Background: an optimization exercise with open tools, aiming at small area. Do not read the settings as production practice. Only simulation tests tie the RTL to the original design; equivalence was not proved. Power is estimated from default activity; no workload was simulated. No driver is modelled on the clock port, so clocking that relies on it looks cheaper here than on a real chip.

==> flow/design.v <==
package boreal_ledger_pkg;
  localparam logic [31:0] LEDGER_CHAIN_SEED = 32'hB0EA_1000;
  localparam int COMMITTED_BIT = 0;
  localparam int POLICY_LSB    = 1;
  localparam int NONCE_LSB     = 33;
  localparam int OPCODE_LSB    = 65;
  localparam int ENTRY_W       = 97;
  function automatic logic [31:0] ledger_chain_mix(
    input logic [31:0] chain,
    input logic [31:0] seq,
    input logic [31:0] opcode,
    input logic [31:0] nonce,
    input logic [31:0] policy_hash,
    input logic        committed
  );
    ledger_chain_mix = {chain[26:0], chain[31:27]} ^ seq ^ opcode ^ nonce ^ policy_hash
           ^ {31'b0, committed};
  endfunction
endpackage
import boreal_ledger_pkg::*;
module boreal_ledger_mem
#(
  parameter int DEPTH = 16,
  parameter int AW    = $clog2(DEPTH)
) (
  input  logic               clk,
  input  logic [DEPTH-1:0]   row_we,
  input  logic [DEPTH-1:0]   row_keep,
  input  logic [ENTRY_W-1:0] wr_data,
  input  logic [DEPTH-1:0]   rd_sel,
  output logic [ENTRY_W-1:0] rd_data
);
  logic [ENTRY_W-1:0] mem [DEPTH];
  always_ff @(posedge clk) begin
    for (int i = 0; i < DEPTH; i++) begin
      mem[i] <= (mem[i] & {ENTRY_W{row_keep[i]}}) | (wr_data & {ENTRY_W{row_we[i]}});
    end
  end
  localparam int NGRP = (DEPTH + 2) / 3;
  logic [ENTRY_W-1:0] grp_n [NGRP];
  for (genvar g = 0; g < NGRP; g++) begin : g_grp
    if (3 * g + 2 < DEPTH) begin : g_three
      boreal_ledger_aoi3 #(.W(ENTRY_W)) u_aoi (
        .a   (mem[3*g]),   .sa (rd_sel[3*g]),
        .b   (mem[3*g+1]), .sb (rd_sel[3*g+1]),
        .c   (mem[3*g+2]), .sc (rd_sel[3*g+2]),
        .y_n (grp_n[g])
      );
    end else if (3 * g + 1 < DEPTH) begin : g_two
      boreal_ledger_aoi3 #(.W(ENTRY_W)) u_aoi (
        .a   (mem[3*g]),   .sa (rd_sel[3*g]),
        .b   (mem[3*g+1]), .sb (rd_sel[3*g+1]),
        .c   ('0),         .sc (1'b0),
        .y_n (grp_n[g])
      );
    end else begin : g_one
      assign grp_n[g] = ~(mem[3*g] & {ENTRY_W{rd_sel[3*g]}});
    end
  end
  always_comb begin
    rd_data = '1;
    for (int g = 0; g < NGRP; g++) begin
      rd_data = rd_data & grp_n[g];
    end
    rd_data = ~rd_data;
  end
endmodule
module boreal_ledger_aoi3
#(
  parameter int W = 1
) (
  input  logic [W-1:0] a,
  input  logic         sa,
  input  logic [W-1:0] b,
  input  logic         sb,
  input  logic [W-1:0] c,
  input  logic         sc,
  output logic [W-1:0] y_n
);
  assign y_n = ~((a & {W{sa}}) | (b & {W{sb}}) | (c & {W{sc}}));
endmodule
import boreal_ledger_pkg::*;
module boreal_ledger
#(
  parameter int DEPTH = 16,
  parameter int AW    = $clog2(DEPTH)
) (
  input  logic          clk,
  input  logic          rst,
  input  logic          ledger_wr_en,
  input  logic [31:0]   wr_opcode,
  input  logic [31:0]   wr_nonce,
  input  logic          wr_committed,
  input  logic [31:0]   wr_policy_hash,
  input  logic          rd_ready,
  output logic          rd_valid,
  output logic [31:0]   rd_seq,
  output logic [31:0]   rd_opcode,
  output logic [31:0]   rd_nonce,
  output logic [31:0]   rd_policy_hash,
  output logic          rd_committed,
  output logic [31:0]   rd_chain,
  output logic [AW:0]   ledger_count,
  output logic          ledger_full,
  output logic          overflow,
  output logic [15:0]   drop_count,
  output logic [31:0]   chain_head
);
  logic [31:0]        seq_ctr;
  logic [DEPTH-1:0]   rd_sel;
  logic [DEPTH-1:0]   row_we;
  logic               pop;
  logic               wr_accept;
  logic [31:0]        chain_next;
  logic [AW:0]        count_next;
  logic [ENTRY_W-1:0] wr_data;
  logic [ENTRY_W-1:0] rd_data;
  assign pop = rd_valid && rd_ready;
  assign wr_accept = ledger_wr_en && (!ledger_count[AW] || pop);
  assign chain_next = boreal_ledger_pkg::ledger_chain_mix(chain_head, seq_ctr, wr_opcode,
                                       wr_nonce, wr_policy_hash,
                                       wr_committed);
  assign wr_data = {wr_opcode, wr_nonce, wr_policy_hash, wr_committed};
  always_comb begin
    count_next = ledger_count;
    case ({wr_accept, pop})
      2'b10:   count_next = ledger_count + 1'b1;
      2'b01:   count_next = ledger_count - 1'b1;
      default: count_next = ledger_count;
    endcase
  end
  always_ff @(posedge clk) begin
    if (rst) begin
      seq_ctr      <= '0;
      chain_head   <= LEDGER_CHAIN_SEED;
      ledger_count <= '0;
      overflow     <= 1'b0;
      drop_count   <= '0;
    end else begin
      if (wr_accept) begin
        seq_ctr    <= seq_ctr + 32'd1;
        chain_head <= chain_next;
      end else if (ledger_wr_en) begin
        overflow <= 1'b1;
        if (drop_count != 16'hFFFF) begin
          drop_count <= drop_count + 16'd1;
        end
      end
      ledger_count <= count_next;
    end
  end
  assign ledger_full = ledger_count[AW];
  always_ff @(posedge clk) begin
    if (rst) begin
      rd_valid   <= 1'b0;
      rd_chain   <= LEDGER_CHAIN_SEED;
      rd_sel     <= DEPTH'(1);
    end else if (!rd_valid) begin
      if (ledger_count != '0) begin
        rd_valid <= 1'b1;
        rd_chain <= boreal_ledger_pkg::ledger_chain_mix(rd_chain, rd_seq, rd_opcode,
                                       rd_nonce, rd_policy_hash,
                                       rd_committed);
      end
    end else if (rd_ready) begin
      rd_valid   <= 1'b0;
      rd_sel     <= {rd_sel[DEPTH-2:0], rd_sel[DEPTH-1]};
    end
  end
  assign rd_seq = seq_ctr - {{(31-AW){1'b0}}, ledger_count};
  always_comb begin
    for (int i = 0; i < DEPTH; i++) begin
      row_we[i] = wr_accept && (seq_ctr[AW-1:0] == AW'(i));
    end
  end
  boreal_ledger_mem #(
    .DEPTH (DEPTH),
    .AW    (AW)
  ) u_mem (
    .clk     (clk),
    .row_we  (row_we),
    .row_keep(~row_we),
    .wr_data (wr_data),
    .rd_sel  (rd_sel),
    .rd_data (rd_data)
  );
  assign rd_opcode      = rd_data[OPCODE_LSB +: 32];
  assign rd_nonce       = rd_data[NONCE_LSB +: 32];
  assign rd_policy_hash = rd_data[POLICY_LSB +: 32];
  assign rd_committed   = rd_data[COMMITTED_BIT];
endmodule
==> flow/flow/run.sh <==
#!/bin/bash
# The standard layout (the standard.sh, unchanged synthesis, floorplan,
# power grid and routing), with two placement/CTS choices changed:
#   - port buffers are sky130_fd_sc_hd__buf_1 instead of the resizer's pick
#     (a clkdlybuf4s50_1 delay cell); every port still gets its own buffer;
#   - clock tree synthesis inserts no dummy loads and clusters up to 30
#     sinks (120 um across) under each clkbuf_16 leaf buffer.
# Each make step's full output is in orfs/logs/...; make's own output goes to
# flow_make.log in this folder.
set -euo pipefail
export BUFFER_PORTS_ARGS="-buffer_cell sky130_fd_sc_hd__buf_1"
export CTS_ARGS="-sink_clustering_enable -repair_clock_nets -dont_use_dummy_load -buf_list sky130_fd_sc_hd__clkbuf_16 -sink_clustering_size 30 -sink_clustering_max_diameter 120"
bash standard.sh finish > flow_make.log 2>&1
==> flow/standard.sh <==
#!/bin/bash
# synth_recipe.tcl (not shown) runs the flow's synth.tcl, then flattens the netlist and writes it again
# the make line also repeats each setting of config.mk as NAME=value (left out here)
make -C /OpenROAD-flow-scripts/flow DESIGN_CONFIG=/design/flow/config.mk WORK_HOME=/design/flow/orfs CLKGATE_MAP_FILE= SYNTH_SCRIPT=/design/flow/synth_recipe.tcl "${@:-finish}"
==> flow/config.mk <==
export PLATFORM = sky130hd
export DESIGN_NAME = boreal_ledger
export DESIGN_NICKNAME = boreal_ledger
export VERILOG_FILES = /design/flow/design.v
export SDC_FILE = /design/flow/constraint.sdc
export NUM_CORES = 4
export LEC_CHECK = 0
export CAP_MARGIN = 20
export CORE_MARGIN = 2
export CORE_UTILIZATION = 60
export PLACE_DENSITY = 0.75
export SLEW_MARGIN = 20
export SYNTH_HIERARCHICAL = 1
export SYNTH_MINIMUM_KEEP_SIZE = 0
==> flow/constraint.sdc <==
create_clock -name core_clock -period 5.0 [get_ports {clk}]
set_input_delay 1.0000 -clock core_clock [delete_from_list [all_inputs] [get_ports {clk}]]
set_output_delay 1.0000 -clock core_clock [all_outputs]
set_load 0.01 [all_outputs]
==> metrics.md <==
| Metric | Value |
|---|---|
| Run status | `finished clean` |
| Largest fanout on the critical path | `9` |
| Core area | `0.107 mm^2` |
| Cell depth of the worst setup path | `7` |
| Final Cycle Share | `0.969` |
| Max-Cap Viols | `0` |
| Final min period | `~4.8 ns` |
| Post-CTS Hold Buffers | `0` |
| Hold EP | `u_mem.mem[11][54]` |
| Hpwl dp | `~140,000 um` |
| Max Freq | `206 MHz` |
| IO Port Bufs | `between 300 and 400` |
| Most used routing layer | `met2` |
| GPL Wtd Cong | `about 0.95` |
| Vias per cell | `between 7 and 8` |
| CP Capture Type | `primary output` |
| Cells after synthesis | `between 5,000 and 6,000` |
| Arrival @ worst endpoint | `between 3 and 4 ns` |
| CP Launch Type | `flip-flop` |
| Post-DP Area | `about 0.065 mm^2` |
| Post-synth EDFFs | `0` |
| Max Slew Vio Count | `0` |
| Reg clk slew, reported paths | `approximately 0.080 ns` |
| Nets | `5,583` |
| Total track usage | `0.419` |
| Num CTS Buffers | `66` |
| Hold_sp | `u_mem.mem[11][54]` |
| Area of the multi-input gates | `between 0.02 and 0.03 mm^2` |
| First-pass DRT Iterations | `10` |
| Commonest non-fill, non-tap cell in the layout | `dfxtp_1` |
| Vias | `about 54,000` |
| # IOs | `about 320` |
| Unrepaired setup endpoints after global routing | `no` |
| Seq/Total Area, Yosys | `0.520` |
| Hold path depth | `1` |
| R2R cell count | `10` |
| Synthesized cell area | `approximately 0.065 mm^2` |
| Buffer and inverter count on the worst path | `2` |
| Slowest-stage cell, CP | `a22oi_1` |
| Pleak | `between 0.02 and 0.025 uW` |
| Critical path's largest stage delay | `0.83 ns` |
| Hold Path Class | `flip-flop to flip-flop` |
| Final hold vios | `0` |
| Post-CTS Setup Bufs | `0` |
| Largest net degree at the start of global routing | `98` |
| Cell Chain, Critical Path | `inv_1, ha_1, o21ai_0, a22oi_1, nor4b_1, xor2_1, buf_1` |
| DRC | `0` |
| #FFs+latches synth | `1,687` |
| Share of cells above drive strength 1 | `0.0542` |
| Top delay family on crit path | `compound AO/OA/AOI/OAI gates` |
| Fillers | `around 8,700` |
| Wire length per cell | `around 35 um` |
| Most frequent cells in the layout | `dfxtp_1 (1,671), a22o_1 (1,552), a222oi_1 (485)` |
| Setup TNS | `0 ns` |
| R2r startpoint | `rd_sel[4]` |
| Syn avg cell area | `around 11 um^2` |
| Mapped Nets | `5,829` |
| Sequential Area | `roughly 0.034 mm^2` |
| Synth warn | `12` |
| Die width | `between 300 and 400 um` |
| Clock tree sinks | `approximately 1,700` |
| Die area | `between 0.1 and 0.15 mm^2` |
| Initial core utilization | `0.605` |
| Met3 GRT Util | `0.173` |
| R2R Path End | `rd_chain[23]` |
| # setup viols final | `0` |
| Crit Path Category | `flip-flop to primary output` |
| Final Cell Area | `about 0.066 mm^2` |
| Max clock buf depth | `3` |
| Met2 GRT Util | `0.588` |
| Fin util | `0.618` |
| Setup slack, reg-to-reg | `1.05 ns` |
| Area Growth Syn to Fin | `2.13%` |
| Clock Skews | `0.0717 ns` |
| H-Tree Depth | `3` |
| Worst Max-Slew Pin Slew | `1.33 ns` |
| Standard-cell rows | `between 100 and 150` |
| Vias in the first global route | `about 50,000` |
| CTS tree | `yes` |
| Total gr overflow | `0` |
| DRT antenna net count | `0` |
| Chip height | `roughly 330 um` |
| Power per cell area | `roughly 480 mW/mm^2` |
| Clock root cell | `clkbuf_16` |
| DRT iter0 DRCs | `12,198` |
| Initial antenna violation count | `20` |
| Yosys cell types | `between 60 and 70` |
| Critical path required time | `4.00 ns` |
| Resize count post-CTS | `0` |
| Rel. slew slack | `0.112` |
| Met1 usage | `0.541` |
| Routed wire length | `about 240,000 um` |
| First-pass GRT wire length | `roughly 350,000 um` |
| Clock Latency Late Sink | `just over 0.7 ns` |
| Most used flip-flop cell after synthesis | `dfxtp_1` |
| Post-synth ARST share | `0` |
| VDD IR max | `between 0.2 and 0.3 mV` |
[cell usage after synthesis (all sizes together) (3+ instances only)]
| master | number | area [um^2] |
|---|---|---|
| or4 | 11 | 93.8 |
| and2 | 4 | 25.0 |
| o21bai | 3 | 22.5 |
| or3 | 12 | 75.1 |
| a211oi | 21 | 163 |
| xor2 | 50 | 438 |
| nand2b | 3 | 18.8 |
| o311a | 3 | 30.0 |
| nand2 | 218 | 818 |
| a222oi | 485 | 4850 |
| inv | 40 | 150 |
| nor2 | 110 | 413 |
| a21oi | 59 | 295 |
| nor4b | 6 | 52.6 |
| and4 | 6 | 52.6 |
| ha | 15 | 188 |
| nand3 | 33 | 165 |
| nor4 | 14 | 93.8 |
| a22o | 1552 | 13600 |
| nand3b | 3 | 22.5 |
| nor3 | 34 | 191 |
| dfxtp | 1687 | 33800 |
| buf | 550 | 4110 |
| a211o | 9 | 78.8 |
| o21ai | 12 | 60.1 |
| and3 | 107 | 671 |
| clkbuf | 243 | 951 |
| mux2i | 3 | 30.0 |
| nor2b | 7 | 43.8 |
| nand4 | 111 | 694 |
| xnor2 | 263 | 2300 |
| xnor3 | 7 | 158 |
[power by group]
part	total (uW)	internal (uW)	switching, uW	leakage [uW]
clock	6530	2410	4120	0.000813
sequential	16300	15200	1160	0.0137
combinational	8790	3330	5470	0.00997
total	31600	20900	10800	0.0245
[per-layer routing]
layer  up-vias  part of all wire
met3       892              0.17
met4        22             0.065
met5         -            0.0015
met1     26159              0.36
li1      21715                 -
met2      4720              0.40
[how the worst max path moves through the flow]
stage / from / to / slack [ns]
final: ledger_count[4] / rd_seq[20] / 0.15
after global routing: ledger_count[4] / rd_seq[20] / 0.09
after CTS: ledger_count[4] / rd_seq[20] / 0.23
after detailed placement: ledger_count[4] / rd_seq[20] / 0.94
after global placement: ledger_count[4] / rd_seq[25] / 0.96
after floorplan: ledger_count[4] / rd_seq[29] / 1.51
[through the flow]
stage	hold WS [ns]	setup slack, ns	power, uW	instances
after detailed placement	0.452	0.938	24900	6798
after CTS	0.479	0.232	31100	6864
after global placement	0.451	0.960	24700	6798
after floorplan	0.439	1.51	21500	5711
final	0.479	0.153	31600	6878
after global routing	0.487	0.0931	32400	6871
[registers in the layout (all words and copies together), names as in the netlist]
name and count:
ledger_count 5, rd_sel 16, rd_chain 32, u_mem.mem 1552
rd_valid 1, drop_count 16, overflow 1, seq_ctr 32
chain_head 32
[area by class of cell]
type | instances | area share
flip-flops and latches | 1687 | 0.510
repair buffers | 480 | 0.0401
clock buffers | 66 | 0.0249
well taps | 1403 | 0.0265
multi-input cells | 3188 | 0.394
diodes | 12 | 0.000453
inverters | 42 | 0.00366
[worst reg2reg max path, stage by stage, from the launching register on]
cell and delay [ns]:
dfxtp_4 0.89, buf_4 0.54, buf_4 0.28, a222oi_1 0.11, nand4_1 0.38, xor2_1 0.44, xnor2_1 0.32, or4_1 0.46
a31o_2 0.22, nand4_1 0.15, nor2_1 0.07
[cells by family (layout without fill, tap and decap cells)]
kind of cell    count (synthesis)  in the layout  share of synthesized area
compound gates               2163           2163                      0.297
xor+xnor                      320            320                     0.0447
fa+ha+maj                      17             17                    0.00351
buf+inv                       836            588                     0.0806
flops                        1687           1687                      0.520
mux                             4              4                   0.000636
other cells                     0             12                          0
simple gates                  684            684                     0.0535

afterwards: timing with drivers on the ports:
In the flow no input, the clock included, has a driving cell. The finished layout below was timed again as built, in two steps.
Step 1 (the two cells are an assumption about what drives the block):
set clk [get_ports {clk}]
set_driving_cell -lib_cell sky130_fd_sc_hd__clkbuf_16 $clk
set_driving_cell -lib_cell sky130_fd_sc_hd__buf_2 [delete_from_list [all_inputs] $clk]
Step 2 times the ports against the registers' clock, not the clock port: input delays grow and output delays shrink by t, the midpoint of the rising clock arrivals with the driver on.
Three values: ideal, step 1, step 2; two values: the first two.
t, ns: 0.755
setup slack, ns: 0.153 / 0.072 / 0.827
worst hold slack (ns): 0.479 / 0.479 / 0.479
slew at the worst register clock pin (ns): 0.12 / 0.12
After both steps setup and hold are still met in this run. For this run, drivers alone change the setup slack by -0.081 ns; drivers and shift together by +0.674 ns.
